Background: an optimization exercise with open tools, aiming at small area, a short achievable clock period and few clock cycles per item. Do not read the settings as production practice.
At most, simulation tests tie the RTL to the original design; equivalence was not proved.
Power is estimated from default activity; no workload was simulated.

==> module env_step_top, before the edit <==
module env_step_top (
    input  wire         i_clk,
    input  wire         i_rstn,
    input  wire  [31:0] i_mem_rdata,
    output logic [5:0]  o_mem_addr,
    output logic [31:0] o_mem_wdata,
    output logic        o_mem_we
);
    localparam logic [5:0] ACT_ADDR  = 6'd16;
    localparam logic [5:0] FLAG_ADDR = 6'd17;
    localparam logic [5:0] OBS_ADDR  = 6'd18;
    localparam logic [5:0] RWD_ADDR  = 6'd34;
    localparam logic [5:0] DONE_ADDR = 6'd35;
    localparam logic [3:0] S_POLLA0  = 4'd7;  
    localparam logic [3:0] S_POLLF   = 4'd1;  
    localparam logic [3:0] S_POLLA   = 4'd2;  
    localparam logic [3:0] S_LOAD    = 4'd3;  
    localparam logic [3:0] S_WRITE   = 4'd4;  
    localparam logic [3:0] S_RWD     = 4'd5;
    localparam logic [3:0] S_DONE    = 4'd6;
    localparam logic [3:0] S_CLEAR   = 4'd0;
    localparam logic [3:0] S_RA      = 4'd8;   
    localparam logic [3:0] S_RB      = 4'd9;   
    localparam logic [3:0] S_RESTART = 4'd10;  
    logic [31:0] ring [16];
    logic [15:0] v1;        
    logic [31:0] w;         
    logic [15:0] ad;        
    logic [15:0] oh;        
    logic [15:0] oh_nxt;    
    logic [15:0] oh_nxt2;   
    logic        act_q;     
    logic        w_step_q;  
    logic        verify_q;  
    logic [3:0]  ph;
    logic [3:0]  st;
    logic [3:0]  cnt;
    logic        loaded;    
    logic        ins;       
    logic [5:0]  addr_q;
    logic        we_q;
    assign o_mem_addr  = addr_q;
    assign o_mem_wdata = w;
    assign o_mem_we    = we_q;
    function automatic logic [15:0] inc16(input logic [15:0] x);
        for (int i = 0; i < 16; i++) inc16[i] = x[i] ^ (&(x | ~((16'd1 << i) - 16'd1)));
    endfunction
    function automatic logic [15:0] dec16(input logic [15:0] x);
        for (int i = 0; i < 16; i++) dec16[i] = x[i] ^ (&(~x | ~((16'd1 << i) - 16'd1)));
    endfunction
    logic               act;   
    logic [15:0]        pos_n;
    logic signed [15:0] wpos;
    logic               wdone;
    logic               flag_set, reload, mismatch, keep;
    logic               load_ad;   
    logic [15:0]        ad_n;
    logic [31:0]        rwd_word, w_other;
    always_comb begin
        for (int i = 0; i < 16; i++) begin
            oh[i]      = (ph == 4'(i));
            oh_nxt[i]  = (ph == 4'((i + 15) % 16));
            oh_nxt2[i] = (ph == 4'((i + 14) % 16));
        end
    end
    assign act   = load_ad ? |(oh_nxt & i_mem_rdata[15:0]) : act_q;
    assign pos_n = ring[0][31:16] + v1;
    assign wpos  = w[31:16];
    assign wdone = (wpos > 16'sd1000) || (wpos < -16'sd1000);
    assign flag_set = (i_mem_rdata != '0);
    assign reload   = (i_mem_rdata == 32'd2) || !loaded;
    assign mismatch = verify_q && (i_mem_rdata[15:0] != ad);
    assign keep     = (st == S_WRITE) && !mismatch;  
    always_comb begin
        ad_n = ad;
        for (int i = 0; i < 16; i++) begin
            if (st == S_WRITE && oh[(i + 1) % 16]) ad_n[i] = wdone;
        end
    end
    always_comb begin
        rwd_word = '0;
        for (int i = 0; i < 16; i++) rwd_word[2*i] = ~ad_n[i];
    end
    always_comb begin
        if (st == S_WRITE)    w_other = rwd_word;
        else if (st == S_RWD) w_other = {16'd0, ad};
        else                  w_other = '0;
    end
    always_ff @(posedge i_clk) begin
        for (int j = 0; j < 16; j++) ring[j] <= ring[(j + 1) % 16];
        if (ins)       ring[14] <= i_mem_rdata;
        else if (keep) ring[14] <= w;
        v1 <= act ? inc16(ring[1][15:0]) : dec16(ring[1][15:0]);
        act_q <= |(oh_nxt2 & (load_ad ? i_mem_rdata[15:0] : ad));
        if (load_ad) ad <= i_mem_rdata[15:0];
        else         ad <= ad_n;
        if (w_step_q) w <= {pos_n, v1};
        else          w <= w_other;
    end
    logic [3:0] st_n;
    logic [3:0] cnt_n;
    logic [5:0] addr_n;
    logic       we_n;
    always_comb begin
        st_n   = st;
        cnt_n  = cnt + 4'd1;
        addr_n = ACT_ADDR;
        we_n   = 1'b0;
        case (st)
            S_POLLA0: begin
                st_n   = S_POLLF;
                addr_n = FLAG_ADDR;
            end
            S_POLLF: begin
                st_n   = S_POLLA;
                addr_n = ACT_ADDR;
            end
            S_POLLA: begin
                if (!flag_set) begin
                    st_n   = S_POLLF;
                    addr_n = FLAG_ADDR;
                end else if (reload) begin
                    st_n   = S_LOAD;
                    cnt_n  = '0;
                    addr_n = {2'b00, ph + 4'd1};
                end else begin
                    st_n   = S_WRITE;
                    cnt_n  = '0;
                    addr_n = OBS_ADDR + {2'b00, ph};
                    we_n   = 1'b1;
                end
            end
            S_LOAD: begin
                addr_n = {2'b00, ph + 4'd1};
                if (cnt == 4'd15) begin
                    st_n = S_RESTART;  
                end
            end
            S_RA: begin
                st_n = S_RB;
            end
            S_RB: begin
                st_n = S_RESTART;
            end
            S_RESTART: begin
                st_n   = S_WRITE;
                cnt_n  = '0;
                addr_n = OBS_ADDR + {2'b00, ph};
                we_n   = 1'b1;
            end
            S_WRITE: begin
                addr_n = OBS_ADDR + {2'b00, ph};
                we_n   = 1'b1;
                if (mismatch) begin
                    st_n   = S_RA;
                    addr_n = ACT_ADDR;
                    we_n   = 1'b0;
                end else if (cnt == 4'd15) begin
                    st_n   = S_RWD;
                    addr_n = RWD_ADDR;
                end
            end
            S_RWD: begin
                st_n   = S_DONE;
                addr_n = DONE_ADDR;
                we_n   = 1'b1;
            end
            S_DONE: begin
                st_n   = S_CLEAR;
                addr_n = FLAG_ADDR;
                we_n   = 1'b1;
            end
            default: begin  
                st_n   = S_POLLA0;
                addr_n = ACT_ADDR;
            end
        endcase
    end
    always_ff @(posedge i_clk) begin
        cnt      <= cnt_n;
        addr_q   <= addr_n;
        ins      <= (st == S_LOAD);
        load_ad  <= (st_n == S_POLLF) || (st_n == S_LOAD && cnt_n == 4'd0) || (st_n == S_RB);
        verify_q <= (st == S_POLLA) && flag_set && !reload;
        w_step_q <= !((st == S_WRITE && cnt >= 4'd14) || st == S_RWD);
    end
    always_ff @(posedge i_clk or negedge i_rstn) begin
        if (!i_rstn) begin
            st     <= S_CLEAR;
            ph     <= '0;
            loaded <= 1'b0;
            we_q   <= 1'b0;
        end else begin
            st   <= st_n;
            ph   <= ph + 4'd1;
            we_q <= we_n;
            if (st == S_LOAD && cnt == 4'd15) loaded <= 1'b1;
        end
    end
endmodule
Settings: LEC_CHECK=0, ABC_AREA=1, CAP_MARGIN=20, CORE_MARGIN=2, CORE_UTILIZATION=50, CTS_CLUSTER_DIAMETER=80, CTS_CLUSTER_SIZE=30, SETUP_SLACK_MARGIN=2.5, SLEW_MARGIN=20; clock period 4.5 ns.
run.sh (not shown) runs the stock make flow with config.mk's settings and CLKGATE_MAP_FILE= SYNTH_SCRIPT=/design/flow/synth_recipe.tcl, a recipe that flattens the netlist after the stock synthesis.
==> next run, changes <==
--- a/flow/design.v
+++ b/flow/design.v
@@ -59,11 +59,10 @@
     logic [15:0]        ad_n;
     logic [31:0]        rwd_word, w_other;
     always_comb begin
         for (int i = 0; i < 16; i++) begin
-            oh[i]      = (ph == 4'(i));
-            oh_nxt[i]  = (ph == 4'((i + 15) % 16));
-            oh_nxt2[i] = (ph == 4'((i + 14) % 16));
+            oh[i]      = oh_nxt[(i + 1) % 16];
+            oh_nxt2[i] = oh_nxt[(i + 15) % 16];
         end
     end
     assign act   = load_ad ? |(oh_nxt & i_mem_rdata[15:0]) : act_q;
     assign pos_n = ring[0][31:16] + v1;
@@ -89,12 +88,13 @@
         else                  w_other = '0;
     end
     always_ff @(posedge i_clk) begin
         for (int j = 0; j < 16; j++) ring[j] <= ring[(j + 1) % 16];
-        if (ins)       ring[14] <= i_mem_rdata;
-        else if (keep) ring[14] <= w;
+        if (ins)  ring[1]  <= i_mem_rdata;
+        if (keep) ring[14] <= w;
         v1 <= act ? inc16(ring[1][15:0]) : dec16(ring[1][15:0]);
         act_q <= |(oh_nxt2 & (load_ad ? i_mem_rdata[15:0] : ad));
+        for (int i = 0; i < 16; i++) oh_nxt[i] <= (ph == 4'((i + 14) % 16));
         if (load_ad) ad <= i_mem_rdata[15:0];
         else         ad <= ad_n;
         if (w_step_q) w <= {pos_n, v1};
         else          w <= w_other;
@@ -123,20 +123,22 @@
                     addr_n = FLAG_ADDR;
                 end else if (reload) begin
                     st_n   = S_LOAD;
                     cnt_n  = '0;
-                    addr_n = {2'b00, ph + 4'd1};
+                    addr_n = {2'b00, ph + 4'd4};
                 end else begin
                     st_n   = S_WRITE;
                     cnt_n  = '0;
                     addr_n = OBS_ADDR + {2'b00, ph};
                     we_n   = 1'b1;
                 end
             end
             S_LOAD: begin
-                addr_n = {2'b00, ph + 4'd1};
+                addr_n = {2'b00, ph + 4'd4};
                 if (cnt == 4'd15) begin
-                    st_n = S_RESTART;  
+                    st_n   = S_WRITE;
+                    addr_n = OBS_ADDR + {2'b00, ph};
+                    we_n   = 1'b1;
                 end
             end
             S_RA: begin
                 st_n = S_RB;
Effect: Worst setup slack improves by 0.0099 ns; routed wire length came out lower by about 5.3%; combinational power came out higher by about 37%; utilization came out lower by 1.0 points; die area came out higher by 2.3%; worst hold slack degrades by 0.013 ns.
Testbench counts after the change, summed over its fixed seeds: cycles 38,280, steps 1,600.
For the first run of this note, only the layout was checked, not whether the RTL still works.

afterwards: timing with drivers on the ports:
Ports are ideal in the flow. The routed layouts listed here were re-timed in OpenROAD.
Step 1 assumes that a clkbuf_16 drives the clock port and a buf_2 every other input.
Step 2 adds t to the input delays and takes it off the output delays; t is the mean of the earliest and latest rising clock arrival at the registers after step 1. Input paths then give back, and output paths get back, about the clock's delay inside the block.
Three values: ideal, step 1, step 2; two values: the first two.
run	shift t [ns]	setup slack, ns	hold WS [ns]	worst slew at a driven data input, ns	pins driven straight from the clock port
the first run	0.614	2.502 / 2.458 / 1.916	0.326 / 0.326 / 0.326	0.04	1
the second run	0.618	2.512 / 2.458 / 1.990	0.313 / 0.313 / 0.313	0.09	1
After both steps setup and hold are still met in every run listed. The setup slack of the first run, which loses most, moves by -0.044 ns with the drivers and by -0.586 ns with both steps.
